Background: an optimization exercise with open tools, aiming at small area. Do not read the settings as production practice. The RTL was checked by simulation tests, not by an equivalence proof against the original design. Power figures rest on the tool's default switching activity, not on a simulated workload. The clock port is modelled as an ideal driver; clocking choices that lean on that would not hold on a real chip.

===== flow/design.v =====
package trace_pkg;
    localparam int SEQ_W = 16;
    typedef enum logic [1:0] {IDLE = 2'b00, FROZEN = 2'b01, ARMED = 2'b10, RUN = 2'b11} state_t;
endpackage
module trace_fifo #(
    parameter int WIDTH = 8,
    parameter int DEPTH = 16
) (
    input  logic                     clk,
    input  logic                     push,
    input  logic [WIDTH-1:0]         wr_data,
    input  logic [$clog2(DEPTH):0]   count,
    output logic [WIDTH-1:0]         newest,
    output logic [WIDTH-1:0]         rd_data
);
    logic [WIDTH-1:0] mem [DEPTH];
    always_ff @(posedge clk) begin
        if (push) begin
            mem[0] <= wr_data;
            for (int i = 1; i < DEPTH; i++)
                mem[i] <= mem[i-1];
        end
    end
    assign newest = mem[0];
    always_comb begin
        rd_data = '0;
        for (int i = 0; i < DEPTH; i++)
            if (count == ($clog2(DEPTH)+1)'(i + 1))
                rd_data = rd_data | mem[i];
    end
endmodule
module pc_trace_buffer #(
    parameter int PC_W   = 32,
    parameter int DATA_W = 32,
    parameter int NCH    = 5,
    parameter int DEPTH  = 16,
    parameter int WRAP   = 0
) (
    input  logic                    clk,
    input  logic                    reset,
    input  logic                    arm,
    input  logic                    stop,
    input  logic                    clear,
    input  logic [PC_W-1:0]         pc_in,
    input  logic [NCH*DATA_W-1:0]   ch_in,
    input  logic [NCH-1:0]          ch_mask,
    output logic                    rd_valid,
    input  logic                    rd_ready,
    output logic [PC_W-1:0]         rd_pc,
    output logic [NCH*DATA_W-1:0]   rd_data,
    output logic [trace_pkg::SEQ_W-1:0] rd_seq,
    output logic [$clog2(DEPTH):0]  count,
    output logic                    overflow,
    output logic                    busy
);
    localparam int CH_W  = NCH * DATA_W;
    localparam int REC_W = PC_W + CH_W;
    localparam int CW    = $clog2(DEPTH) + 1;
    trace_pkg::state_t           state;
    logic [trace_pkg::SEQ_W-1:0] seq_cnt;
    logic [CH_W-1:0]  masked;
    logic [REC_W-1:0] newest;
    logic [REC_W-1:0] rd_rec;
    logic [PC_W-1:0]  last_pc;
    logic             full;
    logic             pop;
    logic             cap_try;
    logic             cap_ok;
    always_comb begin
        masked = '0;
        for (int k = 0; k < NCH; k++)
            if (ch_mask[k])
                masked[k*DATA_W +: DATA_W] = ch_in[k*DATA_W +: DATA_W];
    end
    assign last_pc  = newest[REC_W-1 -: PC_W];
    assign full     = (count == CW'(DEPTH));
    assign rd_valid = (count != '0);
    assign pop      = rd_ready && rd_valid;
    assign busy     = state[1];
    assign cap_try  = !clear && !stop &&
                      ((state == trace_pkg::ARMED) || (state == trace_pkg::RUN && pc_in != last_pc));
    assign cap_ok   = cap_try && (!full || pop);
    assign {rd_pc, rd_data} = rd_rec;
    assign rd_seq   = seq_cnt - trace_pkg::SEQ_W'(count);
    trace_fifo #(
        .WIDTH (REC_W),
        .DEPTH (DEPTH)
    ) u_fifo (
        .clk     (clk),
        .push    (cap_ok),
        .wr_data ({pc_in, masked}),
        .count   (count),
        .newest  (newest),
        .rd_data (rd_rec)
    );
    always_ff @(posedge clk or negedge reset) begin
        if (!reset) begin
            state    <= trace_pkg::IDLE;
            seq_cnt  <= '0;
            count    <= '0;
            overflow <= 1'b0;
        end else begin
            if (clear) begin
                seq_cnt  <= '0;
                count    <= '0;
                overflow <= 1'b0;
            end else begin
                if (cap_ok)
                    seq_cnt <= seq_cnt + trace_pkg::SEQ_W'(1);
                if (cap_ok && !pop)
                    count <= count + CW'(1);
                else if (pop && !cap_ok)
                    count <= count - CW'(1);
                if (cap_try && !cap_ok)
                    overflow <= 1'b1;
            end
            if (stop)
                state <= trace_pkg::IDLE;
            else begin
                case (state)
                    trace_pkg::IDLE:
                        if (arm) state <= trace_pkg::ARMED;
                    trace_pkg::ARMED, trace_pkg::RUN:
                        if (cap_try) state <= cap_ok ? trace_pkg::RUN : trace_pkg::FROZEN;
                    default: ;
                endcase
            end
        end
    end
endmodule

===== flow/run.sh =====
#!/bin/bash
# synth_recipe.tcl (not shown) runs the flow's synth.tcl, then flattens the netlist and writes it again
# the make line also repeats each setting of config.mk as NAME=value (left out here)
make -C /OpenROAD-flow-scripts/flow DESIGN_CONFIG=/design/flow/config.mk WORK_HOME=/design/flow/orfs CLKGATE_MAP_FILE= SYNTH_SCRIPT=/design/flow/synth_recipe.tcl finish

===== flow/config.mk =====
export PLATFORM = sky130hd
export DESIGN_NAME = pc_trace_buffer
export DESIGN_NICKNAME = pc_trace_buffer
export VERILOG_FILES = /design/flow/design.v
export SDC_FILE = /design/flow/constraint.sdc
export NUM_CORES = 4
export LEC_CHECK = 0
export CAP_MARGIN = 20
export CORE_MARGIN = 2
export CORE_UTILIZATION = 40
export SLEW_MARGIN = 20

===== flow/constraint.sdc =====
create_clock -name core_clock -period 6.0 [get_ports {clk}]
set_input_delay 1.2000 -clock core_clock [delete_from_list [all_inputs] [get_ports {clk}]]
set_output_delay 1.2000 -clock core_clock [all_outputs]
set_load 0.01 [all_outputs]

==> notes.md, run 1 <==
status=no timing/DRC/antenna violations; die width=around 530 um; Post-synth EDFFs=3072; ys flop type=edfxtp_1; Fin Clk Skew=0.0424 ns; final core utilization=0.471; clk slew on worst S/H paths=approximately 0.060 ns; initial antenna violation count=36; GR Util met3=0.0529; Std-Cell Rows=slightly below 200; first-pass GRT wire length=433000 um; Crit Path Class=reg2out; CTS root buf=clkbuf_16; filler instances=23388; vias after detailed routing=62210; Fmax=0.171 GHz; placed cell area=around 120000 sq um; worst reg-to-reg setup slack=1.51 ns; Tmin final=around 5.9 ns; sequential share of the synthesized area=0.830; boundary pin count=around 420; IO Port Bufs=between 400 and 500; Top Usage Layer GRT=met2; unrepaired setup endpoints after global routing=yes; Crit path arrival time=between 4 and 5 ns; CTS Sinks=between 3000 and 4000; Finished Layout Cells=~10000; number of global-route vias before repair=61752; power per cell area=426 nW/um^2; worst slew pin tran=1.12 ns; Synth Register Bits=3096; dominant cell type by area after synthesis=edfxtp_1; Critical R2R Launch=count[2]; synthesized area per cell=roughly 19 sq um; Global Route met1 Usage=0.290; routability cong.=0.779; Fin. Hold Viols=0; Total Nets Final=6613; CP endpoint=rd_pc[31]; Critical Path RT=between 4 and 5 ns; worst skew pair latency=between 0.9 and 1 ns; mapped cell area=approximately 110000 sq um; Tot GR Track Use=0.206; CTS Buf Count=approximately 320; residual DRC count=0; DP Cell Count=approximately 9800; Final period util=0.976; layout cells sized above 1=0.0917; CTS tree=built; Clock Path Buffers=4; Worst Setup End Kind=output port; ANT nets after route=0; Critical Path Start=count[0]; Post-CTS Hold Fix Bufs=0; total gr overflow=0; Final Max Slew Viols=0; Post-DP HPWL=approximately 160000 um; synth top area cells=edfxtp_1, a22oi_1, a222oi_1; Pre-Repair DR Iteration Count=8; Synth Instances=just under 6000; wire length per cell=around 29 um; r2r endpoint=u_fifo.mem[14][20]; worst r2r path cells=9; largest net degree at the start of global routing=between 200 and 250; post-route cell area=roughly 130000 sq um; H-Tree Depth=5; Max-slew headroom=0.255; maximum vdd drop=0.448 mV; vias per std cell=about 6; Tightest Hold Check Type=reg2reg; Area Overhead vs Synth=17.5%; Max Cap Viol=0; top cells by count, synth=edfxtp_1, a22oi_1, nand2_1; syn nets=between 6000 and 7000; Setup-failing EPs final=0; met2 usage=0.309; Startpoint Class=register; critical path fanouts, max=43; initial core utilization=0.401; DRT iter0 DRCs=about 9000; synth unique cells=56; fraction of registers with async set/reset=0.00775; Die Area=between 200000 and 300000 sq um; P_leak=41.2 nW; most frequent cell after synthesis=edfxtp_1; Synth top area share=0.825; Die Y=approximately 530 um; core area=between 200000 and 300000 sq um; yosys warns=3; routed wire length=~300000 um
-- layout make-up --
| cell class | instances | area [sq um] | area share |
|---|---|---|---|
| tap | 3724 | 4660 | 0.0355 |
| multi-input combinational | 2421 | 17500 | 0.134 |
| clock buffer | 391 | 8380 | 0.0638 |
| antenna | 16 | 40.0 | 0.000305 |
| clock inverter | 189 | 1930 | 0.0147 |
| inverter | 14 | 56.3 | 0.000429 |
| timing repair buffer | 541 | 5920 | 0.0450 |
| sequential | 3096 | 92900 | 0.707 |
-- critical path, cell delays in order (launching register included) --
cell and delay (ns):
dfrtp_1 0.49, inv_1 0.16, ha_1 0.20, nand2b_1 0.32, nor2_4 0.81, buf_12 0.41, a22oi_1 0.16, nand2_1 0.12
a211oi_1 0.05, nand2_1 0.25, clkdlybuf4s50_1 0.78
-- worst min path at each step --
stage                              end  slack, ns  depth (start not counted)               start
floorplan            u_fifo.mem[5][79]       0.42                          0   u_fifo.mem[4][79]
global placement      u_fifo.mem[7][1]       0.42                          0    u_fifo.mem[6][1]
detailed placement    u_fifo.mem[7][1]       0.43                          0    u_fifo.mem[6][1]
CTS                 u_fifo.mem[2][121]       0.42                          0  u_fifo.mem[1][121]
global route        u_fifo.mem[14][84]       0.44                          0  u_fifo.mem[13][84]
finish               u_fifo.mem[9][46]       0.42                          0   u_fifo.mem[8][46]
-- layout by cell type (no fill, tap or decap), types with 8 or more instances in the layout --
cell / netlist / layout
a211o_1: 63 / 63
dfrtp_1: 24 / 23
nor2_4: 0 / 15
clkinv_1: 0 / 72
nor2_1: 37 / 23
xnor2_1: 47 / 47
and3_1: 41 / 40
clkinvlp_4: 0 / 10
nand3_1: 91 / 91
ha_1: 12 / 11
diode_2: 0 / 16
buf_12: 0 / 63
o31ai_1: 8 / 8
edfxtp_1: 3072 / 3072
clkbuf_16: 0 / 325
nand2_1: 203 / 203
a221oi_1: 66 / 66
clkbuf_1: 196 / 66
mux2_2: 9 / 9
o21ai_0: 50 / 50
bufinv_16: 0 / 27
clkinv_2: 0 / 47
inv_1: 13 / 12
a22oi_1: 974 / 974
a211oi_1: 85 / 85
nand4_1: 189 / 189
clkdlybuf4s50_1: 0 / 413
a222oi_1: 195 / 195
a22o_1: 53 / 53
a21oi_1: 13 / 13
buf_4: 9 / 61
mux2i_1: 36 / 36
a221o_1: 20 / 20
and2_1: 161 / 161
inv_6: 0 / 12
-- logic make-up after synthesis --
logic type               after synthesis  share of synthesized area
XOR/XNOR                              52                    0.00407
multiplexers                          46                    0.00423
flip-flops                          3096                      0.830
AO/OA/AOI/OAI                       1539                      0.109
AND/OR/NAND/NOR                      771                     0.0370
buffers and inverters                373                     0.0140
adder cells (fa/ha/maj)               13                    0.00152
-- timing repair --
item                       in CTS  in global routing
setup buffers                   0                  0
setup endpoints to repair       0                 12
gates resized for setup         0                  2
-- layer usage --
layer  wire length (um)  vias up  part of all wire
met4               9600       26             0.032
met2             138000     3302              0.45
met5                174        -           0.00057
met1             125000    32421              0.41
li1                   -    25962                 -
met3              30900      499              0.10
-- stage by stage --
step           setup slack, ns  total power, mW  hold slack, ns  setup TNS, ns
2_1_floorplan           -42.89             31.6           0.420              -
3_3_place_gp             0.612             36.7           0.424              0
3_5_place_dp             0.550             36.7           0.430              0
4_1_cts                 0.0401             56.5           0.421              0
5_1_grt               -0.00434             58.0           0.436       -0.00434
6_report                 0.147             56.0           0.423              0
-- sequential cells by signal, indices dropped and copies added (netlist names) --
signal and cells:
u_fifo.mem 3072, seq_cnt 16, count 5, state 2, overflow 1
-- where the power goes --
part | internal [mW] | total, mW | switching (mW)
logic | 4.72 | 11.5 | 6.78
registers | 24.3 | 24.7 | 0.372
clock network | 11.2 | 19.8 | 8.59
==> inputs of run 2 (changes only) <==
--- a/flow/config.mk
+++ b/flow/config.mk
@@ -7,5 +7,9 @@
 export LEC_CHECK = 0
 export CAP_MARGIN = 20
 export CORE_MARGIN = 2
-export CORE_UTILIZATION = 40
+export CORE_UTILIZATION = 70
+export CTS_BUF_LIST = sky130_fd_sc_hd__clkbuf_16
+export CTS_CLUSTER_DIAMETER = 100
+export CTS_CLUSTER_SIZE = 30
+export PLACE_DENSITY = 0.8
 export SLEW_MARGIN = 20
==> notes.md, run 2 <==
unrepaired setup endpoints after global routing=no; filler instances=8341 (-64%); die width=404 um (-24%); initial antenna violation count=20 (-44%); Critical R2R Launch=count[2]; XOR/XNOR share of the synthesized area=0.00407 (unchanged); largest net degree at the start of global routing=206 (-3.7%); status=no timing/DRC/antenna violations; max reg flops=3072 (unchanged); leading cell type in the layout, fill and taps excluded=edfxtp_1; Final period util=0.966 (-0.0101); r2r endpoint=u_fifo.mem[12][92]; dominant cell type by area after synthesis=edfxtp_1; Pre-Repair DR Iteration Count=9 (+1); boundary pin count=419 (unchanged); power per cell area=372 nW/um^2 (-13%); residual DRC count=0 (unchanged); CTS Buf Count=113 (-65%); yosys warns=3 (unchanged); Synth Instances=5890 (unchanged); critical path fanouts, max=31 (-28%); synth unique cells=56 (unchanged); Critical Path RT=4.80 ns (about the same); Fin. Hold Viols=0 (unchanged); clk slew on worst S/H paths=0.12 ns (+0.06 ns); Synth top area share=0.825 (unchanged); # Post-CTS Setup Buffers=0 (unchanged); CTS tree=built; CP dominant cell by count=buf_4; P_leak=37.9 nW (-8.0%); post-route cell area=122000 sq um (-7.0%); vias per std cell=7.52 (+26%); Setup-failing EPs final=0 (unchanged); synth top area cells=edfxtp_1, a22oi_1, a222oi_1; Fin Clk Skew=0.0359 ns (-0.00650 ns); Final Max Slew Viols=0 (unchanged); Tmin final=5.79 ns (-0.0603 ns); Post-DP HPWL=150000 um (-5.1%); most frequent cell after synthesis=edfxtp_1; worst skew pair latency=0.80 ns (-0.12 ns); CTS Sinks=3096 (unchanged); synthesized area per cell=19.0 sq um (unchanged); Max-slew headroom=0.224 (-0.0305); Startpoint Class=register; Total Nets Final=6423 (-2.9%); core area=159000 sq um (-43%); routed wire length=270000 um (-11%); area of the multi-input gates=17500 sq um (about the same); Crit path arrival time=4.59 ns (-0.06 ns); CP peak stage delay=0.59 ns (-0.22 ns); Synth Register Bits=3096 (unchanged); Synth Area in Simple Gates=0.0370 (unchanged); CP max stage cell=clkdlybuf4s50_1; initial core utilization=0.705 (+0.304); mapped cell area=112000 sq um (unchanged); Biggest register=u_fifo.mem; routability cong.=0.843 (+8.2%); largest family of logic cells by synthesized area=compound AO/OA/AOI/OAI gates; setup ws final=0.207 ns (+0.0603 ns); complex-gate fraction of the synthesized area=0.109 (unchanged); wire length per cell=32.5 um (+11%); Post-synth EDFFs=3072 (unchanged); Largest regs=u_fifo.mem (3072), seq_cnt (16), count (5); CTS root buf=clkbuf_16; Die Y=404 um (-24%); IO Port Bufs=418 (unchanged); syn nets=6106 (unchanged); setup TNS=0 ns (unchanged); CP endpoint=rd_data[36]; fraction of registers with async set/reset=0.00775 (unchanged); layout cells sized above 1=0.0494 (-0.0423); worst slew pin tran=1.16 ns (+0.0457 ns); Crit Path Class=reg2out; worst reg-to-reg setup slack=1.88 ns (+0.37 ns); DRT iter0 DRCs=11301 (+26%); post-CTS sizing=0 (unchanged); Tightest Hold Check Type=reg2reg; Reg area=92900 sq um (unchanged); Std-Cell Rows=146 (-25%); mux contribution to synthesized area=0.00423 (unchanged); H-Tree Depth=3 (-2); Area Overhead vs Synth=9.24%; total gr overflow=0 (unchanged); Fmax=0.173 GHz (+1.0%); ANT nets after route=0 (unchanged); ys flop type=edfxtp_1; sequential share of the synthesized area=0.830 (unchanged); vias after detailed routing=62570 (+0.58%); Post-Place Setup Slack=0.896 ns (+0.346 ns); worst path cell trace=inv_1 -> ha_1 -> nand2b_1 -> nor2_4 -> buf_4 -> buf_4 -> a22oi_1 -> nand3_1 -> a211oi_1 -> nand2_1 -> clkdlybuf4s50_1; maximum vdd drop=0.375 mV (-16%); Critical Path Start=count[1]; commonest cells after routing, fill and taps aside=edfxtp_1, a22oi_1, clkdlybuf4s50_1, nand2_1, a222oi_1; Worst Setup End Kind=output port; post-synthesis adder-cell area fraction=0.00152 (unchanged); first-pass GRT wire length=390000 um (-10%); Tot GR Track Use=0.325 (+0.119); Post-CTS Hold Fix Bufs=0 (unchanged); placed cell area=119000 sq um (-1.6%); Max Cap Viol=0 (unchanged); Clock Path Buffers=3 (-1); worst r2r path cells=9 (unchanged); Die Area=163000 sq um (-43%); top cells by count, synth=edfxtp_1, a22oi_1, nand2_1; number of global-route vias before repair=60474 (-2.1%)
-- run 2: cell types whose count changed in the layout (fill, tap and decap cells not counted), sizes merged --
cell      previous run  this run
buf                128       148
bufinv              27         0
clkbuf             391       115
diode               16         6
inv                 29        40
clkinvlp            10         1
clkinv             137         3
-- run 2: stage by stage --
step | power (mW) | cells | hold WS [ns] | util
2_1_floorplan | 31.6 | 5890 | 0.420 | -
3_3_place_gp | 36.0 | 8163 | 0.424 | 0.751
3_5_place_dp | 36.1 | 8163 | 0.432 | 0.751
4_1_cts | 45.4 | 8308 | 0.438 | 0.770
5_1_grt | 46.6 | 8312 | 0.444 | 0.770
6_report | 45.4 | 8315 | 0.445 | 0.770
-- run 2: cell families (layout without fill, tap and decap cells) --
| family | Yosys count | in the layout |
|---|---|---|
| DFF | 3096 | 3096 |
| AOI/OAI and AO/OA | 1539 | 1539 |
| and+or+nand+nor | 771 | 771 |
| buffers and inverters | 373 | 720 |
| xor gates and xnor gates | 52 | 52 |
| muxes | 46 | 46 |
| adders and majority gates | 13 | 13 |
| other | 0 | 6 |
-- run 2: where the power goes --
group / switching, mW / internal [mW]
clock: 6.05 / 3.50
combinational: 6.50 / 4.72
sequential: 0.333 / 24.3
total: 12.9 / 32.5
-- run 2: routing by layer --
metal  global-route usage  vias to the layer above  routed length, um
met2                0.494                     5071             125000
met5                    0                        -                131
met4               0.0942                       22               8150
met3               0.0754                      509              37400
li1                     -                    25287                  -
met1                0.483                    31681              99300
-- run 2: worst min-delay path by stage --
stage,cells past startpoint,end,slack [ns],startpoint
finish,0,u_fifo.mem[6][102],0.45,u_fifo.mem[5][102]
global route,0,u_fifo.mem[10][124],0.44,u_fifo.mem[9][124]
CTS,0,u_fifo.mem[10][124],0.44,u_fifo.mem[9][124]
detailed placement,0,u_fifo.mem[7][61],0.43,u_fifo.mem[6][61]
global placement,0,u_fifo.mem[3][69],0.42,u_fifo.mem[2][69]
floorplan,0,u_fifo.mem[5][79],0.42,u_fifo.mem[4][79]
-- run 2: worst max-delay path, delay by kind of cell, from the launching register on --
kind,cells,cell delay [ns]
AO/OA/AOI/OAI,2,0.22
AND/OR/NAND/NOR,4,0.93
adder cells (fa/ha/maj),1,0.20
flip-flops,1,0.50
buffers and inverters,4,1.87
-- run 2: final cells by class --
class | count | area share
flip-flops and latches | 3096 | 0.760
multi-input cells | 2421 | 0.144
repair buffers | 561 | 0.0495
clock buffers | 115 | 0.0236
well taps | 2072 | 0.0212
clock inverters | 30 | 0.00156
inverters | 14 | 0.000461
diodes | 6 | 0.000123
==> inputs of run 3 (changes only) <==
==> flow/flow/run.sh (new file) <==
#!/bin/bash
# Own layout flow: the standard ORFS flow (via the standard.sh) with
#  - synthesis identical to synth_recipe.tcl except that ABC maps with an
#    area-oriented script (flow/area.abc); registers are mapped before ABC,
#    so they come out exactly as in the standard synthesis;
#  - port buffers built from the smallest buffer cell;
#  - CTS settings from CTS_ARGS (larger sink clusters, no dummy loads).
# Each tool's output is kept in orfs/logs/; make's output in standard.log.
set -euo pipefail
W=$PWD

sed 's#^source \$::env(SCRIPTS_DIR)/synth_preamble.tcl#&\nset abc_args [lreplace $abc_args 1 1 '"$W"'/flow/area.abc]#' \
    "$FLOW_HOME/scripts/synth.tcl" > "$W/my_synth_body.tcl"
grep -q "flow/area.abc" "$W/my_synth_body.tcl"
sed 's#\$::env(SCRIPTS_DIR)/synth.tcl#'"$W"'/my_synth_body.tcl#' synth_recipe.tcl > "$W/my_synth.tcl"
grep -q "my_synth_body.tcl" "$W/my_synth.tcl"

CTS="-sink_clustering_enable -repair_clock_nets -dont_use_dummy_load"
CTS="$CTS -buf_list sky130_fd_sc_hd__clkbuf_16 -sink_clustering_size 30 -sink_clustering_max_diameter 100"

bash standard.sh \
    SYNTH_SCRIPT="$W/my_synth.tcl" \
    BUFFER_PORTS_ARGS="-buffer_cell sky130_fd_sc_hd__buf_1" \
    CTS_ARGS="$CTS" \
    finish > "$W/standard.log" 2>&1
==> flow/flow/area.abc (new file) <==
&get -n
&st
&dch
&nf -a
&put
topo
==> flow/standard.sh (new file) <==
#!/bin/bash
# synth_recipe.tcl (not shown) runs the flow's synth.tcl, then flattens the netlist and writes it again
# the make line also repeats each setting of config.mk as NAME=value (left out here)
make -C /OpenROAD-flow-scripts/flow DESIGN_CONFIG=/design/flow/config.mk WORK_HOME=/design/flow/orfs CLKGATE_MAP_FILE= SYNTH_SCRIPT=/design/flow/synth_recipe.tcl "${@:-finish}"
--- a/flow/config.mk
+++ b/flow/config.mk
@@ -8,8 +8,5 @@
 export CAP_MARGIN = 20
 export CORE_MARGIN = 2
 export CORE_UTILIZATION = 70
-export CTS_BUF_LIST = sky130_fd_sc_hd__clkbuf_16
-export CTS_CLUSTER_DIAMETER = 100
-export CTS_CLUSTER_SIZE = 30
 export PLACE_DENSITY = 0.8
 export SLEW_MARGIN = 20
removed: flow/run.sh
==> notes.md, run 3 <==
mapped cell area=109000 sq um (-2.3%); IO Port Bufs=418 (unchanged); ANT nets after route=0 (unchanged); Worst Setup End Kind=output port; worst slew pin tran=1.16 ns (-0.00346 ns); P_leak=35.9 nW (-5.1%); residual DRC count=0 (unchanged); Fin. Hold Viols=0 (unchanged); XOR/XNOR share of the synthesized area=0.00457 (+0.000496); CTS root buf=clkbuf_16; Final Max Slew Viols=0 (unchanged); critical path fanouts, max=39 (+26%); worst skew pair latency=0.79 ns (about the same); number of global-route vias before repair=58669 (-3.0%); complex-gate fraction of the synthesized area=0.0985 (-0.0103); layout cells sized above 1=0.0442 (-0.00516); routability cong.=0.807 (-4.3%); dominant cell type by area after synthesis=edfxtp_1; Post-synth EDFFs=3072 (unchanged); final core utilization=0.763 (-0.00722); Synth top area share=0.844 (+0.0193); setup TNS=0 ns (unchanged); placed cell area=115000 sq um (-3.3%); Tot GR Track Use=0.317 (-0.00808); Startpoint Class=register; fraction of registers with async set/reset=0.00775 (unchanged); post-CTS sizing=0 (unchanged); mux contribution to synthesized area=0.000481 (-0.00375); CP max stage cell=buf_4; synthesized area per cell=20.7 sq um (+9.2%); Synth Area in Simple Gates=0.0448 (+0.00774); sequential share of the synthesized area=0.850 (+0.0194); Max-slew headroom=0.227 (+0.00231); Fin Clk Skew=0.0761 ns (+0.0403 ns); core area=155000 sq um (-2.5%); Tmin final=5.22 ns (-0.573 ns); die width=399 um (-1.1%); routed wire length=258000 um (-4.3%); total gr overflow=0 (unchanged); setup ws final=0.780 ns (+0.573 ns); post-route cell area=118000 sq um (-3.4%); WHS=0.401 ns (-0.0444 ns); post-synthesis adder-cell area fraction=0.00156 (+0.0000356); # Post-CTS Setup Buffers=0 (unchanged); Post-CTS Hold Fix Bufs=0 (unchanged); worst path cell trace=clkinv_1 -> ha_1 -> nand2_1 -> nor2_4 -> buf_4 -> buf_4 -> a222oi_1 -> nand4_1 -> or2_0 -> buf_1; wire length per cell=32.4 um (-0.25%); delay-heaviest family, CP=buffers and inverters; CTS Sinks=3096 (unchanged); vias per std cell=7.62 (+1.3%); CP peak stage delay=0.67 ns (+0.08 ns); Finished Layout Cells=7975 (-4.1%); Max Cap Viol=0 (unchanged); vias after detailed routing=60800 (-2.8%); first-pass GRT wire length=374000 um (-4.0%); synth unique cells=39 (-30%); most frequent cell after synthesis=edfxtp_1; Synth Register Bits=3096 (unchanged); leading cell type in the layout, fill and taps excluded=edfxtp_1; Largest regs=u_fifo.mem (3072), seq_cnt (16), count (5); initial antenna violation count=15 (-25%); CTS Buf Count=113 (unchanged); Post-Place Setup Slack=1.51 ns (+0.616 ns); area of the multi-input gates=16500 sq um (-5.8%); Post-DP HPWL=139000 um (-7.1%); largest net degree at the start of global routing=213 (+3.4%); Die Area=159000 sq um (-2.3%); maximum vdd drop=0.354 mV (-5.7%); Std-Cell Rows=144 (-1.4%); unrepaired setup endpoints after global routing=no; Total Nets Final=6143 (-4.4%); Clock Path Buffers=3 (unchanged); Die Y=399 um (-1.1%); clk slew on worst S/H paths=0.11 ns (about the same); Tightest Hold Check Type=reg2reg; synth top area cells=edfxtp_1, a222oi_1, a22oi_1; CTS tree=built; commonest cells after routing, fill and taps aside=edfxtp_1, a222oi_1, a22oi_1, buf_1, nand2_1; Critical Path RT=4.80 ns (about the same); yosys warns=3 (unchanged); ys flop type=edfxtp_1; Fmax=0.192 GHz (+11%); largest family of logic cells by synthesized area=compound AO/OA/AOI/OAI gates; DRT iter0 DRCs=12767 (+13%); initial core utilization=0.707 (+0.00158); top cells by count, synth=edfxtp_1, a222oi_1, a22oi_1; Crit path arrival time=4.02 ns (-0.57 ns); H-Tree Depth=3 (unchanged); Biggest register=u_fifo.mem; max reg flops=3072 (unchanged); boundary pin count=419 (unchanged); Crit Path Class=reg2out; Setup-failing EPs final=0 (unchanged); Synth Instances=5269 (-11%); CP dominant cell by count=buf_4; DP Cell Count=7855 (-3.8%); filler instances=8283 (-0.70%); power per cell area=363 nW/um^2 (-2.3%); Tot Pwr=42.8 mW (-5.7%); Area Overhead vs Synth=7.97%; status=no timing/DRC/antenna violations; Reg area=92800 sq um (about the same); Pre-Repair DR Iteration Count=12 (+3); Buf/Inv on CP=4 (unchanged); Final period util=0.870 (-0.0955); syn nets=5485 (-10%)
## run 3: report_power, final
| part | switching, mW | total, mW | internal (mW) |
|---|---|---|---|
| Clock | 5.87 | 9.26 | 3.39 |
| Sequential | 0.373 | 24.8 | 24.4 |
| Combinational | 6.04 | 8.79 | 2.74 |
## run 3: logic make-up after synthesis
logic type      after synthesis
mux                           5
buf+inv                      12
simple gates                889
xor+xnor                     57
compound gates             1197
fa+ha+maj                    13
flops                      3096
## run 3: final cells by class
class / count / share of cell area
flip-flops and latches: 3096 / 0.787
multi-input cells: 2161 / 0.140
repair buffers: 543 / 0.0269
clock buffers: 113 / 0.0240
well taps: 2044 / 0.0217
inverters: 12 / 0.000382
diodes: 6 / 0.000127
## run 3: worst register-to-register path, stage by stage, from the launching register on
cell and delay (ns):
edfxtp_1 0.54, xnor2_1 0.20, nand4_1 0.49, nor4_2 0.12, buf_4 0.20, and3_2 0.25
nor3_4 0.27, buf_12 0.25, buf_12 0.37, buf_16 0.58
## run 3: final timing paths
| path | from | to | slack (ns) | depth (start not counted) |
|---|---|---|---|---|
| max | count[0] | rd_pc[2] | 0.78 | 10 |
| min | u_fifo.mem[7][41] | u_fifo.mem[8][41] | 0.40 | 0 |
| max reg2reg | u_fifo.mem[0][165] | u_fifo.mem[0][35] | 2.23 | 9 |
| min reg2reg | u_fifo.mem[7][41] | u_fifo.mem[8][41] | 0.40 | 0 |
| max in group asynchronous | reset | state[0] | 5.30 | 2 |
| min in group asynchronous | reset | seq_cnt[5] | 0.45 | 2 |
## run 3: layer usage
layer,up-vias,global-route usage,part of all wire
met5,-,0,0.00030
li1,24640,-,-
met4,12,0.0916,0.027
met2,5070,0.481,0.46
met3,426,0.0673,0.14
met1,30652,0.478,0.37
==> inputs of run 4 (changes only) <==
--- a/flow/design.v
+++ b/flow/design.v
@@ -72,7 +72,7 @@
             if (ch_mask[k])
                 masked[k*DATA_W +: DATA_W] = ch_in[k*DATA_W +: DATA_W];
     end
-    assign last_pc  = newest[REC_W-1 -: PC_W];
+    assign last_pc  = ~newest[REC_W-1 -: PC_W];
     assign full     = (count == CW'(DEPTH));
     assign rd_valid = (count != '0);
     assign pop      = rd_ready && rd_valid;
@@ -80,7 +80,7 @@
     assign cap_try  = !clear && !stop &&
                       ((state == trace_pkg::ARMED) || (state == trace_pkg::RUN && pc_in != last_pc));
     assign cap_ok   = cap_try && (!full || pop);
-    assign {rd_pc, rd_data} = rd_rec;
+    assign {rd_pc, rd_data} = ~rd_rec;
     assign rd_seq   = seq_cnt - trace_pkg::SEQ_W'(count);
     trace_fifo #(
         .WIDTH (REC_W),
@@ -88,7 +88,7 @@
     ) u_fifo (
         .clk     (clk),
         .push    (cap_ok),
-        .wr_data ({pc_in, masked}),
+        .wr_data (~{pc_in, masked}),
         .count   (count),
         .newest  (newest),
         .rd_data (rd_rec)
==> flow/flow/area.abc (replaced) <==
&get -n
&st
&dch
&nf -a
&st
&dch
&nf -a
&put
topo
==> notes.md, run 4 <==
IO Port Bufs=418 (unchanged); unrepaired setup endpoints after global routing=no; maximum vdd drop=0.302 mV (-15%); mux contribution to synthesized area=0.000185 (-0.000296); Synth Instances=5341 (+1.4%); residual DRC count=0 (unchanged); Buf/Inv on CP=3 (-1); wire length per cell=32.7 um (+0.86%); Die Y=398 um (-0.36%); Tightest Hold Check Type=in2async; Power Internal=30.5 mW (-0.21%); Critical Path RT=4.80 ns (about the same); leading cell type in the layout, fill and taps excluded=edfxtp_1; ys flop type=edfxtp_1; routed wire length=264000 um (+2.0%); Biggest register=u_fifo.mem; synth unique cells=46 (+18%); critical path fanouts, max=54 (+38%); Max-slew headroom=0.233 (+0.00642); # Post-CTS Setup Buffers=0 (unchanged); Post-DP HPWL=148000 um (+6.3%); complex-gate fraction of the synthesized area=0.0994 (+0.000965); commonest cells after routing, fill and taps aside=edfxtp_1, a222oi_1, a22oi_1, buf_1, nand2_1; Crit Path Class=reg2out; XOR/XNOR share of the synthesized area=0.00202 (-0.00255); worst path cell trace=clkinv_1 -> ha_1 -> nand2_1 -> nor2_4 -> buf_4 -> a222oi_1 -> nand4_1 -> nor2_1 -> buf_1; CP peak stage delay=0.89 ns (+0.22 ns); switching power=12.9 mW (+4.8%); worst slew pin tran=1.15 ns (-0.00964 ns); max reg flops=3072 (unchanged); mapped cell area=108000 sq um (-0.72%); dominant cell type by area after synthesis=edfxtp_1; Std-Cell Rows=144 (unchanged); H-Tree Depth=3 (unchanged); vias per std cell=7.64 (+0.15%); Die Area=158000 sq um (-0.71%); sequential share of the synthesized area=0.856 (+0.00614); combinational share of power=0.217 (+0.012); CP max stage cell=nor2_4; clk slew on worst S/H paths=0.12 ns (about the same); switching share of power=0.297 (+0.0102); fraction of registers with async set/reset=0.00775 (unchanged); largest family of logic cells by synthesized area=compound AO/OA/AOI/OAI gates; largest net degree at the start of global routing=210 (-1.4%); syn nets=5557 (+1.3%); synthesized area per cell=20.3 sq um (-2.1%); Crit path arrival time=4.30 ns (+0.28 ns); part of the power in registers=0.569 (-0.010); Post-CTS Hold Fix Bufs=0 (unchanged); Clock power frac=0.214 (-0.002); delay-heaviest family, CP=simple AND/OR/NAND/NOR gates; Post-Place Setup Slack=1.17 ns (-0.343 ns); Final Max Slew Viols=0 (unchanged); yosys warns=3 (unchanged); Startpoint Class=register; Max Cap Viol=0 (unchanged); initial core utilization=0.704 (-0.00260); status=no timing/DRC/antenna violations; Setup-failing EPs final=0 (unchanged); Tot GR Track Use=0.326 (+0.00915); most frequent cell after synthesis=edfxtp_1; setup ws final=0.504 ns (-0.276 ns); initial antenna violation count=20 (+5); worst skew pair latency=0.81 ns (+0.02 ns); Fin Clk Skew=0.0743 ns (-0.00182 ns); post-synthesis adder-cell area fraction=0.00157 (+0.0000112); Area Overhead vs Synth=8.16%; number of global-route vias before repair=58998 (+0.56%); Post-synth EDFFs=3072 (unchanged); Clock Path Buffers=3 (unchanged); core area=154000 sq um (-0.35%); top cells by count, synth=edfxtp_1, a222oi_1, a22oi_1; P_leak=35.8 nW (-0.36%); first-pass GRT wire length=380000 um (+1.5%); setup TNS=0 ns (unchanged); power per cell area=369 nW/um^2 (+1.8%); layout cells sized above 1=0.0457 (+0.00153); Worst Setup End Kind=output port; Total Nets Final=6229 (+1.4%); Tmin final=5.50 ns (+0.276 ns); Pre-Repair DR Iteration Count=11 (-1); post-CTS sizing=0 (unchanged); Synth Area in Simple Gates=0.0393 (-0.00548); CTS Sinks=3096 (unchanged); synth top area cells=edfxtp_1, a222oi_1, a22oi_1; Synth top area share=0.850 (+0.00610); CTS root buf=clkbuf_16; routability cong.=0.848 (+5.1%); total gr overflow=0 (unchanged); CTS tree=built; Fmax=0.182 GHz (-5.0%); Synth Register Bits=3096 (unchanged); ANT nets after route=0 (unchanged); CTS Buf Count=113 (unchanged); die width=398 um (-0.36%); Final period util=0.916 (+0.0460); DRT iter0 DRCs=13484 (+5.6%); vias after detailed routing=61577 (+1.3%); Fin. Hold Viols=0 (unchanged); boundary pin count=419 (unchanged); Largest regs=u_fifo.mem (3072), seq_cnt (16), count (5)
run 4: cell types whose count changed after synthesis, moves of 38 or more:
cell	change
a22oi_1	+40
a222oi_1	-38
nand3_1	+43
and2_0	-153
nor2_1	+206
or2_0	-191
nand2_1	+153
run 4: metrics by stage:
step	area (sq um)	total power, mW	utilization	std cells	hold slack (ns)
5_1_grt	117000	44.5	0.762	8062	0.381
2_1_floorplan	109000	32.0	-	5341	0.425
3_3_place_gp	114000	34.2	0.743	7941	0.426
4_1_cts	117000	43.3	0.761	8055	0.336
6_report	117000	43.4	0.762	8065	0.365
3_5_place_dp	114000	34.4	0.743	7942	0.432
run 4: cell type report:
cell class / instances / area [sq um]
Sequential cell: 3096 / 92800
Fill cell: 8137 / 36700
Multi-Input combinational cell: 2198 / 15600
Timing Repair Buffer: 557 / 3290
Clock buffer: 113 / 2830
Tap cell: 2044 / 2560
Inverter: 47 / 176
Antenna cell: 10 / 25.0
run 4: layer usage:
metal  GRT usage  up-vias  wire length (um)
li1            -    24864                 -
met5           0        -               118
met4       0.111       22              8480
met3      0.0736      491             39800
met1       0.484    30625             93000
met2       0.491     5575            122000
run 4: cells by family after synthesis:
kind of cell	Yosys count
xor+xnor	25
buf+inv	47
mux	2
compound gates	1219
flops	3096
fa+ha+maj	13
simple gates	939
run 4: power by group through the flow:
stage / Combinational (mW) / Sequential, mW / Clock, mW
finish: 9.40 / 24.7 / 9.30
CTS: 9.31 / 24.6 / 9.32
global placement: 9.14 / 25.1 / 0
detailed placement: 9.26 / 25.1 / 0
floorplan: 5.12 / 26.9 / 0
global route: 9.91 / 24.7 / 9.93
run 4: worst paths after layout:
kind / from / endpoint / slack (ns) / depth (start not counted)
hold reg to reg: u_fifo.mem[2][173] / u_fifo.mem[3][173] / 0.38 / 0
min in group core_clock: u_fifo.mem[2][173] / u_fifo.mem[3][173] / 0.38 / 0
hold / removal: reset / state[1] / 0.36 / 2
max in group asynchronous: reset / seq_cnt[15] / 5.31 / 2
setup / recovery: count[1] / rd_data[71] / 0.50 / 9
setup reg to reg: u_fifo.mem[0][161] / u_fifo.mem[3][103] / 1.86 / 8

==> static timing again, ports no longer ideal <==
Ports are ideal in the flow. The routed layouts listed here were re-timed in OpenROAD.
Step 1: set_driving_cell puts a clkbuf_16 on clk and a buf_2 on each other input, an assumption about the parent block.
Step 2 also shifts input and output timing later by t, the mid clock arrival at the registers, as if the neighbouring blocks saw the same clock.
Three values: ideal, step 1, step 2; two values: the first two.
| run | t (ns) | slack for setup (ns) | hold slack, ns | worst setup path after step 2 | slew at the worst register clock pin (ns) |
|---|---|---|---|---|---|
| run 1 | 0.986 | 0.147 / 0.054 / 0.532 | 0.423 / 0.423 / 0.423 | input to register | 0.07 / 0.07 |
| run 2 | 0.870 | 0.207 / 0.119 / 0.799 | 0.445 / 0.445 / 0.445 | input to register | 0.12 / 0.12 |
| run 3 | 0.841 | 0.780 / 0.696 / 1.536 | 0.401 / 0.385 / 0.401 | register to output | 0.12 / 0.12 |
| run 4 | 0.859 | 0.504 / 0.419 / 0.807 | 0.365 / 0.302 / 0.378 | input to register | 0.12 / 0.12 |
After both steps every run listed still meets setup and hold.
